Source: an optimization exercise on an open RTL-to-GDS flow (aim: small area, a short achievable clock period and few clock cycles per item). Production flows keep margins and buffers that such runs may drop.
For this run, only the layout was checked, not whether the RTL still works.
No activity file was given, so power comes from the tool's default toggle rates.

`run.sh`:
```
#!/bin/bash
# synth_recipe.tcl (not shown) runs the flow's synth.tcl, then flattens the netlist and writes it again
# the make line also repeats each setting of config.mk as NAME=value (left out here)
make -C /OpenROAD-flow-scripts/flow DESIGN_CONFIG=/design/flow/config.mk WORK_HOME=/design/flow/orfs CLKGATE_MAP_FILE= SYNTH_SCRIPT=/design/flow/synth_recipe.tcl finish
```
`config.mk`:
```
export PLATFORM = sky130hd
export DESIGN_NAME = servo_slew_limited_pwm_top
export DESIGN_NICKNAME = servo_slew_limited_pwm_top
export VERILOG_FILES = /design/flow/design.v
export SDC_FILE = /design/flow/constraint.sdc
export NUM_CORES = 4
export LEC_CHECK = 0
export ABC_CLOCK_PERIOD_IN_PS = 5000
export CAP_MARGIN = 20
export CORE_MARGIN = 2
export CORE_UTILIZATION = 40
export SETUP_SLACK_MARGIN = 5
export SLEW_MARGIN = 20
```
`constraint.sdc`:
```
create_clock -name core_clock -period 11.0 [get_ports {clk}]
set_input_delay 2.2000 -clock core_clock [delete_from_list [all_inputs] [get_ports {clk}]]
set_output_delay 2.2000 -clock core_clock [all_outputs]
set_load 0.01 [all_outputs]
```
`design.v`:
```
`timescale 1ns / 1ps
package sslp_pkg;
  localparam logic OP_SET  = 1'b0;
  localparam logic OP_TICK = 1'b1;
  localparam logic [1:0] CFG_PULSE_GAIN = 2'd0;
  localparam logic [1:0] CFG_PULSE_MID  = 2'd1;
  localparam logic [1:0] CFG_CHAN_USE   = 2'd2;
  localparam logic [11:0] GAIN_RST     = 12'd800;
  localparam logic [11:0] MID_RST      = 12'd2040;
  localparam logic [2:0]  CHAN_USE_RST = 3'd5;
  localparam logic signed [11:0] TARGET_MAX = 12'sd1024;
  localparam logic signed [11:0] TARGET_MIN = -12'sd1024;
  localparam logic signed [13:0] PWM_MIN    = 14'sd200;
  localparam logic signed [13:0] PWM_MAX    = 14'sd3250;
endpackage
`timescale 1ns / 1ps
module servo_slew_limited_pwm_top #(
  parameter int CHANNELS = 5
) (
  input  logic               clk,
  input  logic               rst_n,
  input  logic               in_valid,
  output logic               in_ready,
  input  logic               in_op,
  input  logic [2:0]         in_channel,
  input  logic signed [11:0] in_target_pos,
  input  logic [11:0]        in_step_limit,
  input  logic               in_enable_req,
  input  logic [4:0]         in_pins_low,
  output logic               out_valid,
  input  logic               out_ready,
  output logic [2:0]         out_channel,
  output logic               out_pwm_write,
  output logic [11:0]        out_pwm_value,
  output logic               out_last,
  input  logic               cfg_we,
  input  logic [1:0]         cfg_index,
  input  logic [11:0]        cfg_wdata
);
  logic [11:0] gain_r;
  logic [11:0] mid_r;
  logic [2:0]  n_r;       
  logic [2:0]  n_n;
  always_comb begin
    n_n = n_r;
    if (cfg_we && cfg_index == sslp_pkg::CFG_CHAN_USE)
      n_n = (cfg_wdata[2:0] > 3'd5) ? 3'd5 : cfg_wdata[2:0];
  end
  always_ff @(posedge clk) begin
    if (!rst_n) begin
      gain_r <= sslp_pkg::GAIN_RST;
      mid_r  <= sslp_pkg::MID_RST;
      n_r    <= sslp_pkg::CHAN_USE_RST;
    end else begin
      n_r <= n_n;
      if (cfg_we && cfg_index == sslp_pkg::CFG_PULSE_GAIN) gain_r <= cfg_wdata;
      if (cfg_we && cfg_index == sslp_pkg::CFG_PULSE_MID)  mid_r  <= cfg_wdata;
    end
  end
  logic [2:0] h;   
  logic [2:0] h_n;
  assign h_n = (h == 3'd4) ? 3'd0 : h + 3'd1;
  always_ff @(posedge clk) begin
    if (!rst_n) h <= 3'd0;
    else        h <= h_n;
  end
  logic               slot_v;
  logic               slot_op;
  logic [2:0]         slot_ch;
  logic signed [11:0] slot_tgt;    
  logic [5:0]         slot_lq;     
  logic [6:0]         slot_llo;    
  logic               slot_en;
  logic [4:0]         slot_pins;
  logic signed [11:0] tgt_sat;
  logic [15:0]        lim_x;
  always_comb begin
    if (in_target_pos > sslp_pkg::TARGET_MAX)      tgt_sat = sslp_pkg::TARGET_MAX;
    else if (in_target_pos < sslp_pkg::TARGET_MIN) tgt_sat = sslp_pkg::TARGET_MIN;
    else                                           tgt_sat = in_target_pos;
  end
  assign lim_x = ({6'd0, in_step_limit[11:2]} << 5) + ({6'd0, in_step_limit[11:2]} << 3)
               + {6'd0, in_step_limit[11:2]};
  logic       wact;     
  logic [2:0] wj;       
  logic [4:0] wpins;
  logic       rdy;      
  logic       adv;      
  logic       v0, v1, v2;
  logic       v1_n;
  logic       pop;
  logic       tick_start, set_drain, drain;
  logic       wa_e, step, step_last;
  logic [2:0] wj_e;
  logic [4:0] pins_e;
  logic       accept;
  function automatic logic drain_f(input logic sv, input logic sop, input logic [2:0] sch,
                                   input logic act, input logic [2:0] j, input logic [2:0] ph,
                                   input logic rd, input logic [2:0] n);
    logic tick_d, set_d;
    tick_d  = sop && (!act || n == 3'd0);
    set_d   = !sop && (sch > 3'd4 || !act || sch < j || (sch == j && ph == j && rd));
    drain_f = sv && (tick_d || set_d);
  endfunction
  logic       in_ready_r;
  logic       slot_v_n, slot_op_n, wact_n;
  logic [2:0] slot_ch_n, wj_n;
  always_comb begin
    tick_start = slot_v && slot_op && !wact && (n_r != 3'd0);
    wa_e       = wact || tick_start;
    wj_e       = tick_start ? 3'd0 : wj;
    pins_e     = tick_start ? slot_pins : wpins;
    step       = wa_e && (h == wj_e) && rdy;
    step_last  = step && (wj_e == n_r - 3'd1);
    drain      = drain_f(slot_v, slot_op, slot_ch, wact, wj, h, rdy, n_r);
    set_drain  = drain && !slot_op;
    in_ready   = in_ready_r;
    accept     = in_valid && in_ready;
    slot_v_n   = accept || (slot_v && !drain);
    slot_op_n  = accept ? in_op : slot_op;
    slot_ch_n  = accept ? in_channel : slot_ch;
    wact_n     = wa_e && !step_last;
    wj_n       = step ? wj_e + 3'd1 : wj_e;
  end
  always_ff @(posedge clk) begin
    if (!rst_n) begin
      slot_v     <= 1'b0;
      wact       <= 1'b0;
      wj         <= 3'd0;
      in_ready_r <= 1'b1;
    end else begin
      slot_v     <= slot_v_n;
      wact       <= wact_n;
      wj         <= wj_n;
      in_ready_r <= !slot_v_n ||
                    drain_f(slot_v_n, slot_op_n, slot_ch_n, wact_n, wj_n, h_n, !v1_n, n_n);
    end
  end
  always_ff @(posedge clk) begin
    if (accept) begin
      slot_op   <= in_op;
      slot_ch   <= in_channel;
      slot_tgt  <= tgt_sat;
      slot_lq   <= lim_x[15:10];
      slot_llo  <= in_step_limit[6:0];
      slot_en   <= in_enable_req;
      slot_pins <= in_pins_low;
    end
    if (tick_start) wpins <= slot_pins;
  end
  logic [6:0] set_lr;
  assign set_lr = 7'(slot_llo - ({1'b0, slot_lq} * 7'd100));
  logic [3:0] pos;
  logic [4:0] swe;
  always_comb begin
    pos = 4'(h) + 4'd6 - 4'(slot_ch);
    if (pos >= 4'd5) pos = pos - 4'd5;
    if (pos >= 4'd5) pos = pos - 4'd5;
    for (int k = 0; k < 5; k++)
      swe[k] = set_drain && (slot_ch < 3'd5) && (pos == 4'(k));
  end
  logic signed [11:0] rt  [5];
  logic [5:0]         rlq [5];
  logic [6:0]         rlr [5];
  logic               rreq[5];
  logic               ren [5];
  logic               rz  [5];    
  logic signed [11:0] rq  [5];
  logic [6:0]         rr  [5];
  logic signed [11:0] q0, t0;
  logic [6:0]         r0, lr0, rn;
  logic [5:0]         lq0;
  logic               pin, en_new, dis;
  logic signed [12:0] d;
  logic signed [13:0] dm, dp;
  logic [7:0]         s;
  logic               e_pos, e_zero, e_neg, rate_nz, up, dn, cy, bw;
  always_comb begin
    t0      = rt[0];
    q0      = rz[0] ? 12'sd0 : rq[0];
    r0      = rz[0] ? 7'd0 : rr[0];
    lq0     = rlq[0];
    lr0     = rlr[0];
    pin     = pins_e[h];
    en_new  = rreq[0] || (ren[0] && !pin);
    dis     = ren[0] && !rreq[0] && pin;
    d       = 13'(t0) - 13'(q0);
    dm      = 14'(t0) - 14'(q0) - 14'($signed({1'b0, lq0}));
    dp      = 14'(t0) - 14'(q0) + 14'($signed({1'b0, lq0}));
    s       = 8'(r0) + 8'(lr0);
    e_pos   = d > 13'sd0;
    e_zero  = (d == 13'sd0) && (r0 == 7'd0);
    e_neg   = !e_pos && !e_zero;
    rate_nz = (lq0 != 6'd0) || (lr0 != 7'd0);
    up      = e_pos && rate_nz && (dm > 14'sd1 || (dm == 14'sd1 && s < 8'd100));
    dn      = e_neg && rate_nz && (dp < 14'sd0 || (dp == 14'sd0 && lr0 < r0));
    cy      = s >= 8'd100;
    bw      = r0 < lr0;
    if (up)      rn = cy ? 7'(s - 8'd100) : s[6:0];
    else if (dn) rn = bw ? 7'(r0 - lr0 + 7'd100) : 7'(r0 - lr0);
    else         rn = 7'd0;
  end
  logic               s1_v, s1_en, s1_dis, s1_mov, s1_up, s1_dn, s1_cy, s1_bw;
  logic signed [11:0] s1_t;
  logic [5:0]         s1_lq;
  logic [6:0]         s1_rn;
  logic signed [11:0] q1, qn;
  always_ff @(posedge clk) begin
    if (!rst_n) s1_v <= 1'b0;
    else        s1_v <= step;
  end
  always_ff @(posedge clk) begin
    s1_en  <= en_new;
    s1_dis <= dis;
    s1_mov <= en_new && !e_zero;
    s1_up  <= up;
    s1_dn  <= dn;
    s1_cy  <= cy;
    s1_bw  <= bw;
    s1_t   <= t0;
    s1_lq  <= lq0;
    s1_rn  <= rn;
  end
  always_comb begin
    q1 = rz[1] ? 12'sd0 : rq[1];
    if (s1_up)      qn = q1 + 12'($signed({1'b0, s1_lq})) + 12'(s1_cy);
    else if (s1_dn) qn = q1 - 12'($signed({1'b0, s1_lq})) - 12'(s1_bw);
    else            qn = s1_t;
  end
  always_ff @(posedge clk) begin
    for (int k = 0; k < 5; k++) begin
      if (swe[k]) begin
        rt[k]  <= slot_tgt;
        rlq[k] <= slot_lq;
        rlr[k] <= set_lr;
      end else begin
        rt[k]  <= rt[(k + 4) % 5];
        rlq[k] <= rlq[(k + 4) % 5];
        rlr[k] <= rlr[(k + 4) % 5];
      end
      if (k == 2 && s1_v && s1_en) begin
        rq[k] <= qn;
        rr[k] <= s1_rn;
      end else begin
        rq[k] <= rq[(k + 4) % 5];
        rr[k] <= rr[(k + 4) % 5];
      end
    end
    for (int k = 0; k < 5; k++) begin
      if (!rst_n) begin
        rreq[k] <= 1'b0;
        ren[k]  <= 1'b0;
        rz[k]   <= 1'b1;
      end else begin
        rreq[k] <= swe[k] ? slot_en : rreq[(k + 4) % 5];
        if (k == 2 && s1_v) begin
          ren[k] <= s1_en;
          rz[k]  <= rz[1] && !s1_en;
        end else begin
          ren[k] <= ren[(k + 4) % 5];
          rz[k]  <= rz[(k + 4) % 5];
        end
      end
    end
  end
  logic               p1_v, p1_calc, p1_dis, p1_s, p1_inc;
  logic [10:0]        p1_m;
  logic               p2_v, p2_calc, p2_dis, p2_s;
  logic [16:0]        p2_a, p2_b;
  logic               p3_v, p3_calc, p3_dis;
  logic signed [13:0] p3_raw;
  logic [16:0]        a1, b1;
  logic [25:0]        acc;
  logic [11:0]        pwm_c;
  always_ff @(posedge clk) begin
    if (!rst_n) begin
      p1_v <= 1'b0;
      p2_v <= 1'b0;
      p3_v <= 1'b0;
    end else if (adv) begin
      p1_v <= s1_v;
      p2_v <= p1_v;
      p3_v <= p2_v;
    end
  end
  always_comb begin
    a1  = 17'(p1_m * gain_r[5:0]) + (p1_inc ? 17'(gain_r[5:0]) : 17'd0);
    b1  = 17'(p1_m * gain_r[11:6]) + (p1_inc ? 17'(gain_r[11:6]) : 17'd0);
    acc = {4'd0, mid_r, 10'd0} + ({9'd0, p2_a} ^ {26{p2_s}})
        + (({9'd0, p2_b} ^ {26{p2_s}}) << 6) + (p2_s ? 26'd1088 : 26'd0);
    if (p3_raw < sslp_pkg::PWM_MIN)      pwm_c = 12'd200;
    else if (p3_raw > sslp_pkg::PWM_MAX) pwm_c = 12'd3250;
    else                                 pwm_c = p3_raw[11:0];
  end
  always_ff @(posedge clk) begin
    if (adv) begin
      p1_calc <= s1_mov;
      p1_dis  <= s1_dis;
      p1_s    <= qn[11];
      p1_m    <= qn[11] ? ~qn[10:0] : qn[10:0];
      p1_inc  <= qn[11] && (s1_rn == 7'd0);
      p2_calc <= p1_calc;
      p2_dis  <= p1_dis;
      p2_s    <= p1_s;
      p2_a    <= a1;
      p2_b    <= b1;
      p3_calc <= p2_calc;
      p3_dis  <= p2_dis;
      p3_raw  <= acc[23:10];
    end
  end
  logic        wr0, wr1, wr2;
  logic [11:0] val0, val1, val2;
  logic        push;
  logic        nwr;
  logic [11:0] nval;
  logic [2:0]  chn, chn_n;
  logic        last_r;
  logic        t0v, t1v, t2v;    
  assign rdy  = !v1;
  assign adv  = !v2;
  assign push = p3_v && adv;
  assign pop  = v0 && out_ready;
  assign nwr  = p3_calc || p3_dis;
  assign nval = p3_calc ? pwm_c : 12'd0;
  always_comb begin
    t0v   = pop ? v1 : v0;
    t1v   = pop ? v2 : v1;
    t2v   = pop ? 1'b0 : v2;
    v1_n  = t1v || (push && t0v);
    chn_n = pop ? ((chn == n_r - 3'd1) ? 3'd0 : chn + 3'd1) : chn;
  end
  always_ff @(posedge clk) begin
    if (!rst_n) begin
      v0     <= 1'b0;
      v1     <= 1'b0;
      v2     <= 1'b0;
      chn    <= 3'd0;
      last_r <= 1'b0;
    end else begin
      v0     <= t0v || push;
      v1     <= v1_n;
      v2     <= t2v || (push && t1v);
      chn    <= chn_n;
      last_r <= (chn_n == n_n - 3'd1);
    end
  end
  always_ff @(posedge clk) begin
    if (pop) begin
      wr0  <= wr1;
      val0 <= val1;
      wr1  <= wr2;
      val1 <= val2;
    end
    if (push) begin
      if (!t0v) begin
        wr0  <= nwr;
        val0 <= nval;
      end else if (!t1v) begin
        wr1  <= nwr;
        val1 <= nval;
      end else begin
        wr2  <= nwr;
        val2 <= nval;
      end
    end
  end
  assign out_valid     = v0;
  assign out_channel   = chn;
  assign out_pwm_write = wr0;
  assign out_pwm_value = val0;
  assign out_last      = last_r;
endmodule
```
==> run notes <==
[layer usage]
metal  vias up  part of all wire (%)  wire (um)  global-route usage (%)
met1      8261                    44      24200                    21.8
met3        86                   3.6       1960                    2.37
met5         -                     0          0                       0
met4         0                   2.5       1380                    5.28
met2       284                    49      27000                    30.5
li1       8368                     -          -                       -
[power groups by stage]
| stage | logic (mW) | registers (mW) | clock network (mW) |
|---|---|---|---|
| after global placement | 3.41 | 2.59 | 0 |
| after detailed placement | 3.48 | 2.60 | 0 |
| after global routing | 3.96 | 2.61 | 1.68 |
| after floorplan | 2.84 | 2.41 | 0 |
| final | 3.48 | 2.57 | 1.57 |
| after CTS | 3.51 | 2.57 | 1.62 |
[stage by stage]
step | instance area [um2] | power, mW
after floorplan | 25100 | 5.24
after global routing | 28200 | 8.25
after detailed placement | 26600 | 6.08
final | 28200 | 7.61
after CTS | 28100 | 7.70
after global placement | 26600 | 6.01
[logic make-up (layout without fill, tap and decap cells)]
group	Yosys count	after routing	share of synthesized area [%]
and+or+nand+nor	684	684	13.3
DFF	455	455	40.4
AOI/OAI and AO/OA	374	374	9.74
adders and majority gates	306	306	18.3
buffers and inverters	299	382	4.76
muxes	181	181	9.01
xor gates and xnor gates	128	128	4.46
[worst max-delay path, delay by kind of cell (launching register included)]
kind / cells / cell delay, ns
xor+xnor: 1 / 0.08
buf+inv: 2 / 0.11
simple gates: 4 / 0.65
compound gates: 3 / 1.23
fa+ha+maj: 5 / 2.28
flops: 1 / 0.58
[sequential cells by signal, summed over array words and instances (netlist names), 6 cells and up]
signal and cells:
p1_m 11, mid_r 12, rlq 30, rt 60, s1_lq 6, p2_b 17
val0 12, gain_r 12, s1_rn 7, slot_llo 7, p3_raw 14, rlr 35
s1_t 12, p2_a 11, slot_tgt 12, rr 35, rq 60, slot_lq 6
val1 12, val2 12
[worst paths after layout]
kind / startpoint / endpoint / cells after the start
setup reg to reg: p1_m[4] / p2_a[16] / 15
setup / recovery: p1_m[4] / p2_a[16] / 15
hold reg to reg: rr[4][3] / rr[0][3] / 0
hold / removal: rr[4][3] / rr[0][3] / 0
[layout by cell type, fill, tap and decap left out, types with 10 or more instances in the layout]
| cell type | count |
|---|---|
| dfxtp_1 | 349 |
| nand2_1 | 252 |
| inv_1 | 211 |
| ha_1 | 203 |
| nor2_1 | 125 |
| edfxtp_1 | 106 |
| a21oi_1 | 103 |
| fa_1 | 103 |
| o21ai_0 | 87 |
| xnor2_1 | 78 |
| and2_1 | 78 |
| mux2_4 | 74 |
| clkdlybuf4s50_1 | 71 |
| mux2_2 | 57 |
| xor2_1 | 50 |
| mux2i_1 | 49 |
| clkbuf_16 | 48 |
| nand3_1 | 42 |
| nor2b_1 | 40 |
| nor3_1 | 36 |
| o21a_1 | 22 |
| nand2b_1 | 22 |
| a211oi_1 | 20 |
| and3_1 | 19 |
| o211ai_1 | 16 |
| a21o_1 | 15 |
| a31oi_1 | 14 |
| buf_4 | 14 |
| or3_1 | 13 |
| o21bai_1 | 12 |
| nor4_1 | 10 |
| clkinv_2 | 10 |
[cell type report]
class                           count  area, um2
Timing Repair Buffer               85        816
Inverter                          213        800
Multi-Input combinational cell   1673      13800
Clock buffer                       59       1260
Fill cell                        5893      33800
Clock inverter                     25        264
Tap cell                          837       1050
Sequential cell                   455      10200
==> impl_metrics.yaml <==
setup_path:
  cp-end-kind: "register"
  cp-start-kind: "register"
  arrival_ns: 5.53
  cpMostUsedCell: "fa_1"
  cp.required_ns: 11.33
  cp_slowest_stage_delay_ns: 0.58
  slowest_stage: "edfxtp_1"
  crit_fanout: 12
  r2r_slack_ns: 5.79
  critPathKind: "register to register"
  crit_chain: "and2_1 > fa_1 > inv_1 > fa_1 > fa_1 > inv_1 > fa_1 > ha_1 > nand2_1 > o21ai_0 > a211oi_1 > o31ai_1 > nor4_1 > nor3_1 > xnor2_1"
floorplanning:
  fp.dieW_um: 255
  io-pin-count: 72
  initial_core_util_pct: 40.6
  core-area_um2: 61900
  dieArea_um2: 64900
  fp.dieH_um: 255
  rows: 91
worst_hold_path:
  hp-class: "register to register"
detailed_routing:
  via_per_inst: 5.08
  drt-initial-drc-count: 920
  vias: 17000
  wl_per_cell_um: 16.3
  drt_wl_total_mm: 54.5
  remaining_drc_errors: 0
  detail-route-antenna-nets: 0
  dr.pass1.iters: 6
cts:
  clkTransAtPathRegs_ns: 0.06
  cts_tree: "done"
  cts-resized-gates: 0
  h-tree-depth: 2
  post_cts_buffers: 0
  cts_buffers: 46
  cts.sinks: 455
  clockRootBuffer: "clkbuf_16"
  clock_latency_ns: 0.59
  postCtsHoldBufs: 0
  clock_path_buffers: 3
global_routing:
  antenna_found_initial: 1
  overflow: 0
  grt_max_degree: 63
  first_global_vias: 17600
  grt_usage_pct: 17.2
  grt_pass1_wl_mm: 90.8
pwr:
  leakage_nw: 12.3
  power_switching_mw: 2.85
  vdd_drop_max_mv: 0.178
  pwr-share-comb_pct: 45.7
  p_int_mw: 4.76
  seq_power_share_pct: 33.7
  p_per_area_nw_per_um2: 270
  p_clk_share_pct: 20.6
  swShare_pct: 37.5
synthesis:
  synth_fp_nets: 2786
  synth_common_cells: "dfxtp_1, nand2_1, inv_1"
  synth_area_leaders: "dfxtp_1, edfxtp_1, ha_1"
  ys.flop_type: "dfxtp_1"
  syn_area_um2: 25100
  synth_area_per_cell_um2: 10.4
  synth_edf_count: 106
  synth_cell_types: 82
  netlist_instances: 2427
  ys_seq_area_share_pct: 40.4
  synth_top_area_share_pct: 27.8
  yosys_warnings: 9
  synth_seq_cells: 455
  yosys.area.top_type: "dfxtp_1"
  async_flop_share_pct: 0
  yosysMostFrequentCell: "dfxtp_1"
status:
  status: "complete, no violations"
place:
  hpwlAfterDp_mm: 40.6
  gp_congestion: 0.849
  place_ws_ns: 5.64
  place_inst: 3263
  port_buffers: 71
layout:
  final_util_pct: 45.5
  num-nets-final: 2833
  fin_cells: 3347
  antenna_cells: 0
  drive_gt1_share_pct: 9.68
  synthToLayoutAreaGrowth_pct: 12.0
sta:
  max_freq_ghz: 0.192
  finalSetupTns_ns: 0
  period_share_pct: 47.3
  setup_viol: 0
  hold_viol_final: 0
  slew-limit-headroom_pct: 38.7
  fin_skew_ns: 0.0283
  maxSlewViolCount: 0
  post-route-min-period_ns: 5.21
  tightest_slew_ns: 0.918
  layout_setup_ws_ns: 5.79
  hold_ws_ns: 0.322
  rsz0062_at_grt: "false"
run:
  drv_cap: 0

-- separate check: timing with driven ports --
The flow's constraints put no driver on any port. The routed layout listed below was extracted and timed again, unchanged, in two steps. Step 1: set_driving_cell puts a clkbuf_16 on clk and a buf_2 on each other input, an assumption about the parent block. Step 2 adds t to the input delays and takes it off the output delays; t is the mean of the earliest and latest rising clock arrival at the registers after step 1. Input paths then give back, and output paths get back, about the clock's delay inside the block. Slacks: no drivers / after step 1 / after step 2; pairs: no drivers / after step 1.
shift t [ns]: 0.635
setup slack, ns: 5.793 / 5.793 / 5.634
clock arrival spread, ns: 0.029 / 0.029
worst register clock-pin slew, ns: 0.07 / 0.07
After both steps this run still meets setup and hold. The setup slack of this run moves by 0.000 ns with the drivers and by -0.159 ns with both steps.
